From an optimization exercise on the open Yosys and OpenROAD flow, aimed at small area, a short achievable clock period and few clock cycles per item; shortcuts taken in it are not production practice. In this exercise RTL edits were held to simulation tests only and were not proved equivalent to the original.

== run A ==
Design classifier_top, start of the top module:
module classifier_top (
  input wire clk,
  input wire rst,
  input wire [15:0] data_in0,
  input wire [15:0] data_in1,
  input wire [15:0] data_in2,
  input wire [15:0] data_in3,
  input wire [15:0] data_in4,
  input wire [15:0] data_in5,
  input wire [15:0] data_in6,
  input wire [15:0] data_in7,
  input wire [15:0] data_in8,
  input wire [15:0] data_in9,
  input wire [15:0] data_in10,
  input wire [15:0] data_in11,
  input wire [15:0] data_in12,
  input wire [15:0] data_in13,
  input wire [15:0] data_in14,
  input wire [15:0] data_in15,
  input wire in_valid,
  output logic in_ready,
  output logic signed [39:0] score,
  output logic [1:0] score_class,
  output logic score_valid,
  output logic score_last,
  output logic [1:0] best_class,
  input wire score_ready
);
  localparam int LW = 20;   
  logic [15:0] din [16];
  logic [15:0] xr [16];
  logic lr;
  logic [1:0] bcnt;
  logic fire;
  assign din[0] = data_in0;
  assign din[1] = data_in1;
  assign din[2] = data_in2;
  assign din[3] = data_in3;
  assign din[4] = data_in4;
  assign din[5] = data_in5;
  assign din[6] = data_in6;
  assign din[7] = data_in7;
  assign din[8] = data_in8;
  assign din[9] = data_in9;
  ...
Size in the first run: about 4700 cells after synthesis, roughly 310 I/O pins, roughly 52000 um^2 of cells after synthesis.
Settings: LEC_CHECK=0, CAP_MARGIN=20, CORE_MARGIN=2, CORE_UTILIZATION=55, CTS_CLUSTER_DIAMETER=60, CTS_CLUSTER_SIZE=30, SETUP_SLACK_MARGIN=5, SLEW_MARGIN=20; clock period 9.0 ns.
standard.sh (not shown) runs the stock make flow with config.mk's settings and CLKGATE_MAP_FILE= SYNTH_SCRIPT=/design/flow/synth_recipe.tcl, a recipe that flattens the netlist after the stock synthesis.
==> flow/flow/run.sh <==
#!/bin/bash
set -euo pipefail
export BUFFER_PORTS_ARGS="-buffer_cell sky130_fd_sc_hd__buf_1"
sed -e 's/SETUP_SLACK_MARGIN=5 /SETUP_SLACK_MARGIN=5.8 /' standard.sh > standard_margin.sh
grep -q 'SETUP_SLACK_MARGIN=5.8 ' standard_margin.sh
bash standard_margin.sh > flow.log 2>&1
Run A closes out successfully: all stages finished, all timing, DRC and antenna checks passed.
Testbench counts of run A, summed over its fixed seeds: cycles 832, frames 192.
Input changes introduced in run B (baseline for comparison: run A):
- a deleted CTS_CLUSTER_DIAMETER that had been 60
- a deleted CTS_CLUSTER_SIZE that had been 30
==> flow/flow/run.sh <==
#!/bin/bash
set -euo pipefail
export BUFFER_PORTS_ARGS="-buffer_cell sky130_fd_sc_hd__buf_1"
bash standard.sh > flow.log 2>&1
Results
- Delta (run B minus run A): register area was more or less identical; number of gates given a new drive strength after cts fell 40.
- Delta (run B minus run A): wire length on met1 went down; DRC violations left shows no meaningful change; met2 capacity usage during global routing went up 0.40 points.
- In summary, run B completed successfully, with a layout that passed the timing, design-rule and antenna checks.
- Run B vs run A: total via count in the routed design up slightly
- [compare] base=run A new=run B: detailed-route wire length shrank by 450 um, layout overhead on the synthesized area held steady, area after detailed placement shrank by about 0.5%.
For run C, these inputs were changed with respect to run B:
- setting CTS_CLUSTER_DIAMETER to 60 for the first time
- setting CTS_CLUSTER_SIZE to 25 for the first time
--- a/flow/flow/run.sh
+++ b/flow/flow/run.sh
@@ -4 +4,3 @@
-bash standard.sh > flow.log 2>&1
+sed -e 's/SETUP_SLACK_MARGIN=5 /SETUP_SLACK_MARGIN=5.6 /' standard.sh > standard_margin.sh
+grep -q 'SETUP_SLACK_MARGIN=5.6 ' standard_margin.sh
+bash standard_margin.sh > flow.log 2>&1
Findings:
- Delta (run C minus run B): clock-pin slew on the worst setup and hold paths went up 0.03 ns; fmax moved up.
- Against run B, run C reports a number of antenna diodes that is higher.
- Run C gives less shortest clock period the worst path allows after layout than run B did.
diff inputs: run C => run D
==> flow/flow/run.sh <==
#!/bin/bash
set -euo pipefail
export BUFFER_PORTS_ARGS="-buffer_cell sky130_fd_sc_hd__buf_1"
sed -e 's/SETUP_SLACK_MARGIN=5 /SETUP_SLACK_MARGIN=5.8 /' standard.sh > standard_margin.sh
grep -q 'SETUP_SLACK_MARGIN=5.8 ' standard_margin.sh
bash standard_margin.sh > flow.log 2>&1
Findings:
Run D: done, clean on timing, DRC and antenna
Measured slew at the worst slew-check pin: run D vs run C down 0.10 ns
The clock-buffer cell count in run C is 1.06 times that in run D.
In run D, highest net fanout along the worst path is higher than in run C.
The lower area overhead of the layout relative to synthesis of run D and run C is in run D.
First-pass GRT wire length, run D and run C: higher on run C
Going from run C to run D, area of all placed cells without fillers saw a decrease; overall global routing resource usage saw a decrease; fill cell total of the finished layout saw little to no change.

[what the ideal ports hide]
The results above use ideal ports. As a check the final layouts listed here were re-extracted and re-timed, cells and wires unchanged.
Step 1, drivers: a clkbuf_16 drives clk and a buf_2 each remaining input, both assumed.
Step 2 moves the port delays by t, midway between the first and last clock arrival at a register: inputs arrive t later, outputs are due t later. That takes back most of the time a late clock gives input paths.
Three values: ideal ports, drivers, drivers and shift; two values: the first two.
run	t (ns)	setup slack, ns	clock arrival spread, ns	worst slew at a driven data input, ns
run A	0.744	5.447 / 5.447 / 5.273	0.048 / 0.048	0.07
run B	0.781	5.240 / 5.240 / 5.146	0.036 / 0.036	0.05
run C	0.761	5.359 / 5.359 / 5.126	0.034 / 0.034	0.06
run D	0.742	5.440 / 5.440 / 5.255	0.042 / 0.043	0.07
After both steps setup and hold are still met in every run listed. The setup slack of run C, which loses most, moves by 0.000 ns with the drivers and by -0.233 ns with both steps.
